From an optimization exercise on the open Yosys and OpenROAD flow, aimed at a short achievable clock period and few clock cycles per item; shortcuts taken in it are not production practice.
Function was checked by simulation only, so behaviour that the tests miss may differ from the original.
No activity file was given, so power comes from the tool's default toggle rates.

<file path="flow/constraint.sdc">
create_clock -name core_clock -period 4.5 [get_ports {clock_i}]
set_input_delay 0.9000 -clock core_clock [delete_from_list [all_inputs] [get_ports {clock_i}]]
set_output_delay 0.9000 -clock core_clock [all_outputs]
set_load 0.01 [all_outputs]
</file>
<file path="flow/run.sh">
#!/bin/bash
# synth_recipe.tcl (not shown) runs the flow's synth.tcl, then flattens the netlist and writes it again
# the make line also repeats each setting of config.mk as NAME=value (left out here)
make -C /OpenROAD-flow-scripts/flow DESIGN_CONFIG=/design/flow/config.mk WORK_HOME=/design/flow/orfs CLKGATE_MAP_FILE= SYNTH_SCRIPT=/design/flow/synth_recipe.tcl finish
</file>
<file path="flow/design.v">
package vliwPkg;
	localparam int dataWidth = 16;
	localparam int regCount = 32;
	localparam int regAddrWidth = 5;
	localparam logic [1:0] respOkay = 2'b00;
	localparam logic [1:0] respSlverr = 2'b10;
	localparam logic [7:0] slotAOffset = 8'h00;
	localparam logic [7:0] slotBOffset = 8'h04;
	typedef enum logic [3:0] {
		opAdd = 4'h0,
		opSub = 4'h1,
		opAnd = 4'h2,
		opOr  = 4'h3,
		opXor = 4'h4,
		opShl = 4'h5,
		opShr = 4'h6,
		opMov = 4'h7,
		opNop = 4'h8
	} opcode_e;
	typedef struct packed {
		logic regImm;
		opcode_e opcode;
		logic [regAddrWidth-1:0] dest;
		logic [regAddrWidth-1:0] src;
		logic [dataWidth-1:0] imm;
		logic spare;
	} instr_t;
	typedef struct packed {
		logic awvalid;
		logic [7:0] awaddr;
		logic wvalid;
		logic [31:0] wdata;
		logic [3:0] wstrb;
		logic bready;
	} axiLiteReq_t;
	typedef struct packed {
		logic awready;
		logic wready;
		logic bvalid;
		logic [1:0] bresp;
	} axiLiteRsp_t;
	typedef struct packed {
		logic valid;
		logic [regAddrWidth-1:0] dest;
		logic opArith;
		logic opAnd;
		logic opOr;
		logic opXor;
		logic opShl;
		logic opShr;
		logic opMov;
		logic sub;
	} laneOp_t;
	typedef struct packed {
		logic useRead;
		logic useNewA;
		logic useNewB;
		logic useOldA;
		logic useOldB;
	} fwdSel_t;
	typedef struct packed {
		logic newA;
		logic newB;
		logic oldA;
		logic oldB;
	} fwdHit_t;
	typedef struct packed {
		laneOp_t op;
		logic [regCount-1:0] primSel;
		logic [regCount-1:0] secSel;
		logic secImm;
		logic [dataWidth-1:0] imm;
		fwdHit_t primHit;
		fwdHit_t secHit;
	} readSlot_t;
	typedef struct packed {
		laneOp_t op;
		logic [dataWidth-1:0] prim;
		logic [dataWidth-1:0] sec;
		fwdSel_t primFwd;
		fwdSel_t secFwd;
	} opndSlot_t;
	typedef struct packed {
		laneOp_t op;
		logic [2:0] resSel;
		logic [2:0] resSelLive;
		logic [dataWidth-1:0] prop;
		logic [dataWidth-1:0] groupProp;
		logic [dataWidth-1:0] groupGen;
		logic [dataWidth-1:0] other;
		logic [dataWidth-1:0] shlPart;
		logic [dataWidth-1:0] shrPart;
		logic [3:0] shiftHi;
	} execSlot_t;
	typedef struct packed {
		logic valid;
		logic [regAddrWidth-1:0] dest;
		logic [dataWidth-1:0] data;
	} wbLane_t;
endpackage
module bundleFetch
(
	input  logic        clock_i,
	input  logic        reset_i,
	input  logic        resetLate_i,
	input  vliwPkg::axiLiteReq_t axiReq_i,
	output vliwPkg::axiLiteRsp_t axiRsp_o,
	output logic        issue_o,
	output vliwPkg::instr_t slotA_o,
	output vliwPkg::instr_t slotB_o
);
	logic awRdy;
	logic wRdy;
	logic awGot;
	logic wGot;
	logic bValid;
	logic [1:0] bResp;
	logic heldSlotA;
	logic heldSlotB;
	logic [31:0] wData;
	logic [3:0] wStrb;
	logic isSlotA;
	logic isSlotB;
	logic [31:0] curData;
	logic [3:0] curStrb;
	vliwPkg::instr_t slotA;
	vliwPkg::instr_t slotB;
	vliwPkg::instr_t mergedA;
	vliwPkg::instr_t mergedB;
	vliwPkg::instr_t takenA;
	vliwPkg::instr_t takenB;
	logic takenIsA;
	logic takenIsB;
	logic awFire;
	logic wFire;
	logic awHas;
	logic wHas;
	logic done;
	logic bNext;
	function automatic logic [31:0] mergeStrobe(
		input logic [31:0] oldWord,
		input logic [31:0] newWord,
		input logic [3:0] strb
	);
		logic [31:0] merged;
		merged = oldWord;
		for (int i = 0; i < 4; i++)
		begin
			if (strb[i])
				merged[8*i +: 8] = newWord[8*i +: 8];
		end
		mergeStrobe = merged;
	endfunction
	assign awFire = axiReq_i.awvalid && !awGot && !bValid;
	assign wFire = axiReq_i.wvalid && !wGot && !bValid;
	assign awHas = awGot || awFire;
	assign wHas = wGot || wFire;
	assign done = awHas && wHas;
	assign bNext = done || (bValid && !axiReq_i.bready);
	always_ff @(posedge clock_i)
	begin
		if (reset_i)
		begin
			awRdy <= 1'b1;
			wRdy <= 1'b1;
			awGot <= 1'b0;
			wGot <= 1'b0;
			bValid <= 1'b0;
			takenIsA <= 1'b0;
			takenIsB <= 1'b0;
		end
		else
		begin
			awGot <= awHas && !wHas;
			wGot <= wHas && !awHas;
			bValid <= bNext;
			awRdy <= !(awHas && !wHas) && !bNext;
			wRdy <= !(wHas && !awHas) && !bNext;
			takenIsA <= done && isSlotA;
			takenIsB <= done && isSlotB;
		end
	end
	always_ff @(posedge clock_i)
	begin
		if (!awGot && !bValid)
		begin
			heldSlotA <= (axiReq_i.awaddr == vliwPkg::slotAOffset);
			heldSlotB <= (axiReq_i.awaddr == vliwPkg::slotBOffset);
			bResp <= (axiReq_i.awaddr == vliwPkg::slotAOffset || axiReq_i.awaddr == vliwPkg::slotBOffset)
				? vliwPkg::respOkay : vliwPkg::respSlverr;
		end
		if (!wGot && !bValid)
		begin
			wData <= axiReq_i.wdata;
			wStrb <= axiReq_i.wstrb;
		end
		takenA <= mergedA;
		takenB <= mergedB;
	end
	assign isSlotA = awGot ? heldSlotA : (axiReq_i.awaddr == vliwPkg::slotAOffset);
	assign isSlotB = awGot ? heldSlotB : (axiReq_i.awaddr == vliwPkg::slotBOffset);
	assign curData = wGot ? wData : axiReq_i.wdata;
	assign curStrb = wGot ? wStrb : axiReq_i.wstrb;
	assign mergedA = vliwPkg::instr_t'(mergeStrobe(slotA, curData, curStrb));
	assign mergedB = vliwPkg::instr_t'(mergeStrobe(slotB, curData, curStrb));
	always_ff @(posedge clock_i)
	begin
		if (resetLate_i)
		begin
			slotA <= '0;
			slotB <= '0;
		end
		else
		begin
			if (takenIsA)
				slotA <= takenA;
			if (takenIsB)
				slotB <= takenB;
		end
	end
	assign axiRsp_o.awready = awRdy;
	assign axiRsp_o.wready = wRdy;
	assign axiRsp_o.bvalid = bValid;
	assign axiRsp_o.bresp = bResp;
	assign issue_o = done && isSlotB;
	assign slotA_o = slotA;
	assign slotB_o = mergedB;
endmodule
module slotDecode
(
	input  logic                  issue_i,
	input  vliwPkg::instr_t       instr_i,
	input  vliwPkg::laneOp_t      newA_i,
	input  vliwPkg::laneOp_t      newB_i,
	input  vliwPkg::laneOp_t      oldA_i,
	input  vliwPkg::laneOp_t      oldB_i,
	output vliwPkg::readSlot_t    read_o
);
	logic [3:0] op;
	assign op = instr_i.opcode;
	always_comb
	begin
		read_o.op.valid = issue_i && !op[3];
		read_o.op.dest = instr_i.dest;
		read_o.op.opArith = (op == vliwPkg::opAdd) || (op == vliwPkg::opSub);
		read_o.op.opAnd = (op == vliwPkg::opAnd);
		read_o.op.opOr = (op == vliwPkg::opOr);
		read_o.op.opXor = (op == vliwPkg::opXor);
		read_o.op.opShl = (op == vliwPkg::opShl);
		read_o.op.opShr = (op == vliwPkg::opShr);
		read_o.op.opMov = (op == vliwPkg::opMov);
		read_o.op.sub = (op == vliwPkg::opSub);
		read_o.primSel = '0;
		read_o.primSel[instr_i.dest] = 1'b1;
		read_o.secSel = '0;
		if (!instr_i.regImm)
			read_o.secSel[instr_i.src] = 1'b1;
		read_o.secImm = instr_i.regImm;
		read_o.imm = instr_i.imm;
	end
	hazardCheck primFwd (
		.addr_i  (instr_i.dest),
		.useImm_i(1'b0),
		.newA_i  (newA_i),
		.newB_i  (newB_i),
		.oldA_i  (oldA_i),
		.oldB_i  (oldB_i),
		.hit_o   (read_o.primHit)
	);
	hazardCheck secFwd (
		.addr_i  (instr_i.src),
		.useImm_i(instr_i.regImm),
		.newA_i  (newA_i),
		.newB_i  (newB_i),
		.oldA_i  (oldA_i),
		.oldB_i  (oldB_i),
		.hit_o   (read_o.secHit)
	);
endmodule
module hazardCheck
(
	input  logic [vliwPkg::regAddrWidth-1:0] addr_i,
	input  logic useImm_i,
	input  vliwPkg::laneOp_t newA_i,
	input  vliwPkg::laneOp_t newB_i,
	input  vliwPkg::laneOp_t oldA_i,
	input  vliwPkg::laneOp_t oldB_i,
	output vliwPkg::fwdHit_t hit_o
);
	assign hit_o.newA = !useImm_i && newA_i.valid && newA_i.dest == addr_i;
	assign hit_o.newB = !useImm_i && newB_i.valid && newB_i.dest == addr_i;
	assign hit_o.oldA = !useImm_i && oldA_i.valid && oldA_i.dest == addr_i;
	assign hit_o.oldB = !useImm_i && oldB_i.valid && oldB_i.dest == addr_i;
endmodule
module fwdPick
(
	input  vliwPkg::fwdHit_t hit_i,
	output vliwPkg::fwdSel_t fwd_o
);
	assign fwd_o.useRead = !hit_i.newA && !hit_i.newB && !hit_i.oldA && !hit_i.oldB;
	assign fwd_o.useNewB = hit_i.newB;
	assign fwd_o.useNewA = hit_i.newA && !hit_i.newB;
	assign fwd_o.useOldB = hit_i.oldB && !hit_i.newA && !hit_i.newB;
	assign fwd_o.useOldA = hit_i.oldA && !hit_i.oldB && !hit_i.newA && !hit_i.newB;
endmodule
module registerFile
(
	input  logic         clock_i,
	input  logic         resetLate_i,
	input  logic [vliwPkg::regCount-1:0] weA_i,
	input  logic [vliwPkg::regCount-1:0] weB_i,
	input  logic [vliwPkg::dataWidth-1:0] dataA_i,
	input  logic [vliwPkg::dataWidth-1:0] dataB_i,
	input  logic [3:0][vliwPkg::regCount-1:0] sel_i,
	output logic [3:0][vliwPkg::dataWidth-1:0] val_o
);
	logic [vliwPkg::dataWidth-1:0] regs [vliwPkg::regCount];
	logic [vliwPkg::regCount-1:0] enable;
	logic [vliwPkg::regCount-1:0] takeB;
	logic [vliwPkg::dataWidth-1:0] dataA;
	assign enable = weA_i | weB_i | {vliwPkg::regCount{resetLate_i}};
	assign takeB = weB_i & ~{vliwPkg::regCount{resetLate_i}};
	assign dataA = resetLate_i ? '0 : dataA_i;
	always_ff @(posedge clock_i)
	begin
		for (int i = 0; i < vliwPkg::regCount; i++)
		begin
			if (enable[i])
				regs[i] <= takeB[i] ? dataB_i : dataA;
		end
	end
	always_comb
	begin
		for (int p = 0; p < 4; p++)
		begin
			val_o[p] = '0;
			for (int i = 0; i < vliwPkg::regCount; i++)
				val_o[p] = val_o[p] | ({vliwPkg::dataWidth{sel_i[p][i]}} & regs[i]);
		end
	end
endmodule
module arithmeticUnit
(
	input  logic      clock_i,
	input  logic      reset_i,
	input  vliwPkg::execSlot_t exec_i,
	output vliwPkg::wbLane_t   wb_o,
	output logic [vliwPkg::dataWidth-1:0] data_o,
	output logic [vliwPkg::regCount-1:0] we_o
);
	logic [vliwPkg::dataWidth-1:0] sum;
	logic [vliwPkg::dataWidth-1:0] shl;
	logic [vliwPkg::dataWidth-1:0] shr;
	logic [vliwPkg::dataWidth-1:0] result;
	logic [vliwPkg::dataWidth-1:0] resultLive;
	function automatic logic [vliwPkg::dataWidth-1:0] prefixCarry(
		input logic [vliwPkg::dataWidth-1:0] prop,
		input logic [vliwPkg::dataWidth-1:0] gen,
		input logic cin
	);
		logic [vliwPkg::dataWidth-1:0] p;
		logic [vliwPkg::dataWidth-1:0] g;
		logic [vliwPkg::dataWidth-1:0] gn;
		logic [vliwPkg::dataWidth-1:0] pn;
		p = prop;
		g = gen;
		for (int d = 2; d < vliwPkg::dataWidth; d = d * 2)
		begin
			gn = g;
			pn = p;
			for (int i = d; i < vliwPkg::dataWidth; i++)
			begin
				gn[i] = g[i] | (p[i] & g[i-d]);
				pn[i] = p[i] & p[i-d];
			end
			g = gn;
			p = pn;
		end
		prefixCarry = {g[vliwPkg::dataWidth-2:0], cin};
	endfunction
	assign sum = exec_i.prop ^ prefixCarry(exec_i.groupProp, exec_i.groupGen, exec_i.op.sub);
	always_comb
	begin
		shl = '0;
		shr = '0;
		for (int k = 0; k < 4; k++)
		begin
			shl = shl | ({vliwPkg::dataWidth{exec_i.shiftHi[k]}} & (exec_i.shlPart << (4 * k)));
			shr = shr | ({vliwPkg::dataWidth{exec_i.shiftHi[k]}} & (exec_i.shrPart >> (4 * k)));
		end
	end
	function automatic logic [vliwPkg::dataWidth-1:0] pickResult(input logic [2:0] sel);
		if (sel[0])
			pickResult = sum;
		else if (sel[1])
			pickResult = shl;
		else if (sel[2])
			pickResult = shr;
		else
			pickResult = exec_i.other;
	endfunction
	assign result = pickResult(exec_i.resSel);
	assign resultLive = pickResult(exec_i.resSelLive);
	always_ff @(posedge clock_i)
	begin
		wb_o.dest <= exec_i.op.dest;
		wb_o.data <= result;
		data_o <= resultLive;
		we_o <= '0;
		we_o[exec_i.op.dest] <= exec_i.op.valid;
		if (reset_i)
			wb_o.valid <= 1'b0;
		else
			wb_o.valid <= exec_i.op.valid;
	end
endmodule
module vliwCore
(
	input  logic        clock_i,
	input  logic        reset_i,
	input  vliwPkg::axiLiteReq_t axiReq_i,
	output vliwPkg::axiLiteRsp_t axiRsp_o,
	output vliwPkg::wbLane_t     wbA_o,
	output vliwPkg::wbLane_t     wbB_o
);
	logic resetLate;
	logic issue;
	vliwPkg::instr_t slotA;
	vliwPkg::instr_t slotB;
	vliwPkg::readSlot_t nextA;
	vliwPkg::readSlot_t nextB;
	vliwPkg::readSlot_t readA;
	vliwPkg::readSlot_t readB;
	logic [3:0][vliwPkg::regCount-1:0] rdSel;
	logic [3:0][vliwPkg::dataWidth-1:0] rdVal;
	vliwPkg::fwdSel_t primFwdA;
	vliwPkg::fwdSel_t secFwdA;
	vliwPkg::fwdSel_t primFwdB;
	vliwPkg::fwdSel_t secFwdB;
	vliwPkg::opndSlot_t opndA;
	vliwPkg::opndSlot_t opndB;
	logic [vliwPkg::dataWidth-1:0] primA;
	logic [vliwPkg::dataWidth-1:0] secA;
	logic [vliwPkg::dataWidth-1:0] primB;
	logic [vliwPkg::dataWidth-1:0] secB;
	vliwPkg::execSlot_t execA;
	vliwPkg::execSlot_t execB;
	logic [vliwPkg::dataWidth-1:0] dataA;
	logic [vliwPkg::dataWidth-1:0] dataB;
	logic [vliwPkg::regCount-1:0] weA;
	logic [vliwPkg::regCount-1:0] weB;
	logic [vliwPkg::dataWidth-1:0] oldA;
	logic [vliwPkg::dataWidth-1:0] oldB;
	always_ff @(posedge clock_i)
		resetLate <= reset_i;
	bundleFetch fetch (
		.clock_i    (clock_i),
		.reset_i    (reset_i),
		.resetLate_i(resetLate),
		.axiReq_i   (axiReq_i),
		.axiRsp_o   (axiRsp_o),
		.issue_o    (issue),
		.slotA_o    (slotA),
		.slotB_o    (slotB)
	);
	slotDecode decodeA (
		.issue_i(issue),
		.instr_i(slotA),
		.newA_i (opndA.op),
		.newB_i (opndB.op),
		.oldA_i (execA.op),
		.oldB_i (execB.op),
		.read_o (nextA)
	);
	slotDecode decodeB (
		.issue_i(issue),
		.instr_i(slotB),
		.newA_i (opndA.op),
		.newB_i (opndB.op),
		.oldA_i (execA.op),
		.oldB_i (execB.op),
		.read_o (nextB)
	);
	always_ff @(posedge clock_i)
	begin
		readA <= nextA;
		readB <= nextB;
		if (reset_i)
		begin
			readA.op.valid <= 1'b0;
			readB.op.valid <= 1'b0;
		end
	end
	assign rdSel[0] = readA.primSel;
	assign rdSel[1] = readA.secSel;
	assign rdSel[2] = readB.primSel;
	assign rdSel[3] = readB.secSel;
	registerFile registers (
		.clock_i    (clock_i),
		.resetLate_i(resetLate),
		.weA_i      (weA),
		.weB_i      (weB),
		.dataA_i    (dataA),
		.dataB_i    (dataB),
		.sel_i      (rdSel),
		.val_o      (rdVal)
	);
	fwdPick pickPrimA (.hit_i(readA.primHit), .fwd_o(primFwdA));
	fwdPick pickSecA (.hit_i(readA.secHit), .fwd_o(secFwdA));
	fwdPick pickPrimB (.hit_i(readB.primHit), .fwd_o(primFwdB));
	fwdPick pickSecB (.hit_i(readB.secHit), .fwd_o(secFwdB));
	always_ff @(posedge clock_i)
	begin
		opndA.op <= readA.op;
		opndA.prim <= rdVal[0];
		opndA.sec <= rdVal[1] | ({vliwPkg::dataWidth{readA.secImm}} & readA.imm);
		opndA.primFwd <= primFwdA;
		opndA.secFwd <= secFwdA;
		opndB.op <= readB.op;
		opndB.prim <= rdVal[2];
		opndB.sec <= rdVal[3] | ({vliwPkg::dataWidth{readB.secImm}} & readB.imm);
		opndB.primFwd <= primFwdB;
		opndB.secFwd <= secFwdB;
		if (reset_i)
		begin
			opndA.op.valid <= 1'b0;
			opndB.op.valid <= 1'b0;
		end
	end
	function automatic logic [vliwPkg::dataWidth-1:0] forward(
		input vliwPkg::fwdSel_t fwd,
		input logic [vliwPkg::dataWidth-1:0] readVal,
		input logic [vliwPkg::dataWidth-1:0] newA,
		input logic [vliwPkg::dataWidth-1:0] newB,
		input logic [vliwPkg::dataWidth-1:0] oldA,
		input logic [vliwPkg::dataWidth-1:0] oldB
	);
		forward = ({vliwPkg::dataWidth{fwd.useRead}} & readVal)
			| ({vliwPkg::dataWidth{fwd.useNewA}} & newA)
			| ({vliwPkg::dataWidth{fwd.useNewB}} & newB)
			| ({vliwPkg::dataWidth{fwd.useOldA}} & oldA)
			| ({vliwPkg::dataWidth{fwd.useOldB}} & oldB);
	endfunction
	assign primA = forward(opndA.primFwd, opndA.prim, dataA, dataB, oldA, oldB);
	assign secA = forward(opndA.secFwd, opndA.sec, dataA, dataB, oldA, oldB);
	assign primB = forward(opndB.primFwd, opndB.prim, dataA, dataB, oldA, oldB);
	assign secB = forward(opndB.secFwd, opndB.sec, dataA, dataB, oldA, oldB);
	function automatic logic [3*vliwPkg::dataWidth-1:0] adderTerms(
		input logic [vliwPkg::dataWidth-1:0] a,
		input logic [vliwPkg::dataWidth-1:0] b,
		input logic sub
	);
		logic [vliwPkg::dataWidth-1:0] bb;
		logic [vliwPkg::dataWidth-1:0] p;
		logic [vliwPkg::dataWidth-1:0] g;
		logic [vliwPkg::dataWidth-1:0] gp;
		logic [vliwPkg::dataWidth-1:0] gg;
		logic [vliwPkg::dataWidth-1:0] gn;
		logic [vliwPkg::dataWidth-1:0] pn;
		bb = sub ? ~b : b;
		p = a ^ bb;
		g = a & bb;
		g[0] = g[0] | (p[0] & sub);
		gp = p;
		gg = g;
		for (int d = 1; d < 2; d = d * 2)
		begin
			gn = gg;
			pn = gp;
			for (int i = d; i < vliwPkg::dataWidth; i++)
			begin
				gn[i] = gg[i] | (gp[i] & gg[i-d]);
				pn[i] = gp[i] & gp[i-d];
			end
			gg = gn;
			gp = pn;
		end
		adderTerms = {p, gp, gg};
	endfunction
	function automatic logic [vliwPkg::dataWidth-1:0] otherResult(
		input vliwPkg::laneOp_t op,
		input logic [vliwPkg::dataWidth-1:0] a,
		input logic [vliwPkg::dataWidth-1:0] b
	);
		otherResult = ({vliwPkg::dataWidth{op.opAnd}} & (a & b))
			| ({vliwPkg::dataWidth{op.opOr}} & (a | b))
			| ({vliwPkg::dataWidth{op.opXor}} & (a ^ b))
			| ({vliwPkg::dataWidth{op.opMov}} & b);
	endfunction
	function automatic logic [2*vliwPkg::dataWidth-1:0] shiftPart(
		input logic [vliwPkg::dataWidth-1:0] a,
		input logic [1:0] amount
	);
		logic [vliwPkg::dataWidth-1:0] l;
		logic [vliwPkg::dataWidth-1:0] r;
		l = '0;
		r = '0;
		for (int k = 0; k < 4; k++)
		begin
			l = l | ({vliwPkg::dataWidth{amount == k}} & (a << k));
			r = r | ({vliwPkg::dataWidth{amount == k}} & (a >> k));
		end
		shiftPart = {l, r};
	endfunction
	function automatic logic [3:0] hot2(input logic [1:0] v);
		hot2 = 4'b0001 << v;
	endfunction
	function automatic logic [2:0] resultSel(input vliwPkg::laneOp_t op);
		resultSel = {op.opShr, op.opShl, op.opArith};
	endfunction
	always_ff @(posedge clock_i)
	begin
		execA.op <= opndA.op;
		execA.resSel <= resultSel(opndA.op);
		execA.resSelLive <= opndA.op.valid ? resultSel(opndA.op) : '0;
		{execA.prop, execA.groupProp, execA.groupGen} <= adderTerms(primA, secA, opndA.op.sub);
		execA.other <= otherResult(opndA.op, primA, secA);
		{execA.shlPart, execA.shrPart} <= shiftPart(primA, secA[1:0]);
		execA.shiftHi <= hot2(secA[3:2]);
		execB.op <= opndB.op;
		execB.resSel <= resultSel(opndB.op);
		execB.resSelLive <= opndB.op.valid ? resultSel(opndB.op) : '0;
		{execB.prop, execB.groupProp, execB.groupGen} <= adderTerms(primB, secB, opndB.op.sub);
		execB.other <= otherResult(opndB.op, primB, secB);
		{execB.shlPart, execB.shrPart} <= shiftPart(primB, secB[1:0]);
		execB.shiftHi <= hot2(secB[3:2]);
		if (reset_i)
		begin
			execA.op.valid <= 1'b0;
			execB.op.valid <= 1'b0;
		end
	end
	arithmeticUnit laneA (
		.clock_i(clock_i),
		.reset_i(reset_i),
		.exec_i (execA),
		.wb_o   (wbA_o),
		.data_o (dataA),
		.we_o   (weA)
	);
	arithmeticUnit laneB (
		.clock_i(clock_i),
		.reset_i(reset_i),
		.exec_i (execB),
		.wb_o   (wbB_o),
		.data_o (dataB),
		.we_o   (weB)
	);
	always_ff @(posedge clock_i)
	begin
		oldA <= dataA;
		oldB <= dataB;
	end
endmodule
module vliwTop
(
	input  logic        clock_i,
	input  logic        reset_i,
	input  logic        awvalid_i,
	input  logic [7:0]  awaddr_i,
	input  logic        wvalid_i,
	input  logic [31:0] wdata_i,
	input  logic [3:0]  wstrb_i,
	input  logic        bready_i,
	output logic        awready_o,
	output logic        wready_o,
	output logic        bvalid_o,
	output logic [1:0]  bresp_o,
	output logic        wbAValid_o,
	output logic [4:0]  wbADest_o,
	output logic [15:0] wbAData_o,
	output logic        wbBValid_o,
	output logic [4:0]  wbBDest_o,
	output logic [15:0] wbBData_o
);
	vliwPkg::axiLiteReq_t axiReq;
	vliwPkg::axiLiteRsp_t axiRsp;
	vliwPkg::wbLane_t wbA;
	vliwPkg::wbLane_t wbB;
	assign axiReq.awvalid = awvalid_i;
	assign axiReq.awaddr = awaddr_i;
	assign axiReq.wvalid = wvalid_i;
	assign axiReq.wdata = wdata_i;
	assign axiReq.wstrb = wstrb_i;
	assign axiReq.bready = bready_i;
	vliwCore core (
		.clock_i (clock_i),
		.reset_i (reset_i),
		.axiReq_i(axiReq),
		.axiRsp_o(axiRsp),
		.wbA_o   (wbA),
		.wbB_o   (wbB)
	);
	assign awready_o = axiRsp.awready;
	assign wready_o = axiRsp.wready;
	assign bvalid_o = axiRsp.bvalid;
	assign bresp_o = axiRsp.bresp;
	assign wbAValid_o = wbA.valid;
	assign wbADest_o = wbA.dest;
	assign wbAData_o = wbA.data;
	assign wbBValid_o = wbB.valid;
	assign wbBDest_o = wbB.dest;
	assign wbBData_o = wbB.data;
endmodule
</file>
<file path="flow/config.mk">
export PLATFORM = sky130hd
export DESIGN_NAME = vliwTop
export DESIGN_NICKNAME = vliwTop
export VERILOG_FILES = /design/flow/design.v
export SDC_FILE = /design/flow/constraint.sdc
export NUM_CORES = 4
export LEC_CHECK = 0
export CAP_MARGIN = 20
export CORE_MARGIN = 2
export CORE_UTILIZATION = 30
export PLACE_DENSITY = 0.35
export SETUP_SLACK_MARGIN = 2.6
export SLEW_MARGIN = 20
</file>
==> results_dict.tcl <==
set metrics [dict create \
    outcome "no timing/DRC/antenna violations" \
    crit_arrival_ns 1.36 \
    p_leak_nw 29.3 \
    antenna_found_initial 93 \
    nFillCells 21600 \
    rows 172 \
    grt_max_degree 144 \
    place.gp.congestion 0.979 \
    first_pass_iters 13 \
    grt_pass1_wl_um 627000 \
    utilization_pct 38.5 \
    htree_num_levels 4 \
    cts.sink_count 1368 \
    viasPerCell 6.97 \
    synth_top_cell_area_share_pct 25.0 \
    synth_nets 6658 \
    rsz0062_at_grt "yes" \
    critPathRequiredTime_ns 3.60 \
    yosys_warnings 6 \
    final_cells 9761 \
    numCtsBuffers 168 \
    dieArea_sq_um 224000 \
    hold_path.class "reg2reg" \
    pwr-share-comb_pct 17.9 \
    grt_pass1_vias 60500 \
    critPathMaxFanout 1 \
    routed_wl_um 494000 \
    die_x_um 473 \
    switching_power_mw 11.3 \
    clkPwrFrac_pct 40.0 \
    yosys_most_used_dff "dfxtp_1" \
    nNetsFinal 6800 \
    dp_cells 9028 \
    clk_latency_ns 0.85 \
    yosysUniqueCellTypes 71 \
    worst-setup-path-type "reg2out" \
    vias 68000 \
    max_freq_mhz 442 \
    cts_hold_buf 0 \
    relSlewSlack_pct 33.1 \
    clock_path_buffers 3 \
    clockRootBuffer "clkbuf_16" \
    p_seq_share_pct 42.1 \
    ys_seq_area_share_pct 49.8 \
    cp_slowest_cell "edfxtp_1" \
    area_growth_pct 28.0 \
    start_util_pct 30.1 \
    path_clk_slew_ns 0.06 \
    core-area_sq_um 219000 \
    io_buffers 95 \
    hold_viol_final 0 \
    report.final.slew_viol_count 0 \
    postSynthAreaPerCell_sq_um 10.1 \
    detail-route-antenna-nets 0 \
    fin_crit_ns 2.26 \
    fin_ws_ns 2.24 \
    fin_setup_tns_ns 0 \
    synth_area_sq_um 66000 \
    crit_buf_inv 1 \
    cp-start-kind "flip-flop" \
    grt_usage_pct 42.5 \
    drive_gt1_share_pct 25.0 \
    slowest_delay_ns 0.35 \
    finalCritPeriodShare_pct 50.2 \
    crit_chain "buf_2" \
    fin_skew_ns 0.0342 \
    hpwl_um 278000 \
    synth-seq-cells 1368 \
    synth_edf_count 550 \
    cts_tree "done" \
    drcViolationCount 0 \
    vdd_drop_max_v 0.000365 \
    dieHeight_um 473 \
    critPathTopFamily "flip-flops" \
    yosysMostFrequentCell "a22oi_1" \
    dr.first_iter.drc_count 12800 \
    multiInputGateArea_sq_um 33400 \
    grt_overflow 0 \
    worst_pin_slew_ns 1.00 \
    final-setup-viol-count 0 \
    power_density_nw_per_um2 423 \
    synth_top_cell_by_area "edfxtp_1" \
    internal_power_mw 24.4 \
    regArea_sq_um 33400 \
    cp-end-kind "output pin" \
    async_flop_share_pct 0 \
    syn_inst 6515 \
    post-place-ws_ns 1.23 \
    ios 98 \
    synthTopCellsByCount "a22oi_1, nor2_1, dfxtp_1" \
    avgRoutedWirePerCell_um 50.6 \
    ys_top_cells_by_area "edfxtp_1, dfxtp_1, a22oi_1" \
    drv_cap 0 \
    swShare_pct 31.6 \
]
final timing paths:
check | from | end | slack, ns | depth (start not counted)
worst max register to register | core.opndB[3]$_DFF_P_ | core.execB[78]$_DFF_P_ | 2.25 | 8
worst min-delay path | core.readA[98]$_DFF_P_ | core.opndA[51]$_DFF_P_ | 0.33 | 0
worst min register to register | core.readA[98]$_DFF_P_ | core.opndA[51]$_DFF_P_ | 0.33 | 0
worst max-delay path | core.fetch.bResp[1]$_DFFE_PP_ | bresp_o[1] | 2.24 | 1
per-layer routing:
metal,vias up,part of all wire (%),GRT usage (%)
li1,25100,-,-
met1,34000,37,49.9
met2,6498,40,58.6
met3,2431,13,21.3
met5,-,0.30,4.56
met4,52,10,31.2
cells in the final DEF (no fill, tap or decap), drive strengths merged, types with 94 or more instances in the layout:
master and count:
a22oi 1073, edfxtp 550, inv 128, nor2 867, ha 94, clkbuf 238
nand4 239, nand2 275, a222oi 133, dfxtp 818, a21oi 141, buf 602
mux2i 637, diode 100, a211oi 106
cell type report:
class                           count  area share (%)
Antenna cell                      100           0.296
Clock buffer                      231            5.74
Clock inverter                     72            1.10
Inverter                          127           0.688
Multi-Input combinational cell   4323            39.6
Sequential cell                  1368            39.5
Tap cell                         2871            4.25
Timing Repair Buffer              669            8.87
sequential cells by signal (all words and copies together), names as in the netlist, 22 cells and up:
| signal | flops |
|---|---|
| core.execA | 109 |
| core.execB | 109 |
| core.fetch.slotA | 31 |
| core.fetch.slotB | 31 |
| core.fetch.takenA | 31 |
| core.fetch.takenB | 30 |
| core.fetch.wData | 31 |
| core.laneA.wb_o | 22 |
| core.laneA.we_o | 32 |
| core.laneB.wb_o | 22 |
| core.laneB.we_o | 32 |
| core.opndA | 56 |
| core.opndB | 56 |
| core.readA | 103 |
| core.readB | 82 |
| core.registers.regs | 512 |
timing repair:
item / in CTS / in global routing
cloned: 17 / 11
setup endpoints to repair: 1069 / 722
pin swaps: 233 / 220
buffers inserted: 215 / 87
resized for setup: 756 / 609
power groups by stage:
stage | Sequential, mW | Combinational (mW) | Clock, mW
after floorplan | 14.6 | 2.53 | 0
after global placement | 15.3 | 4.49 | 0
after detailed placement | 15.2 | 4.48 | 0
after CTS | 15.0 | 5.29 | 14.5
after global routing | 15.1 | 6.63 | 14.9
final | 15.0 | 6.39 | 14.3
through the flow:
step / power (mW) / hold WS, ns / cell area [sq um]
final: 35.7 / 0.327 / 84500
after floorplan: 17.1 / 0.310 / 66100
after global routing: 36.6 / 0.330 / 84300
after global placement: 19.8 / 0.311 / 70100
after detailed placement: 19.7 / 0.314 / 70200
after CTS: 34.8 / 0.327 / 80500
cell families (layout without fill, tap and decap cells):
| logic type | after synthesis | count (layout) | share of synthesized area (%) |
|---|---|---|---|
| AND/OR/NAND/NOR | 1743 | 1750 | 12.3 |
| other | 1 | 101 | 0.00568 |
| AO/OA/AOI/OAI | 1694 | 1694 | 19.6 |
| flip-flops | 1368 | 1368 | 49.8 |
| buffers and inverters | 832 | 1099 | 4.86 |
| adder cells (fa/ha/maj) | 94 | 94 | 1.78 |
| multiplexers | 640 | 641 | 9.74 |
| XOR/XNOR | 143 | 143 | 1.90 |
Testbench counts, summed over its fixed seeds: cycles 14,510, bundles 4,800.

re-timing with driven ports:
Ports are ideal in the flow. The routed layout listed here was re-timed in OpenROAD.
Step 1 sets driving cells, clkbuf_16 on the clock port and buf_2 on the other inputs (assumed; they add their load-dependent delay and slew).
Step 2 moves the port delays by t, midway between the first and last clock arrival at a register: inputs arrive t later, outputs are due t later. That takes back most of the time a late clock gives input paths.
Slacks: no drivers / after step 1 / after step 2; pairs: no drivers / after step 1.
shift t [ns]: 0.936
setup WS [ns]: 2.239 / 2.141 / 1.791
worst slew at a driven data input, ns: 0.08
After both steps this run still meets setup and hold. For this run, drivers alone change the setup slack by -0.098 ns; drivers and shift together by -0.448 ns.
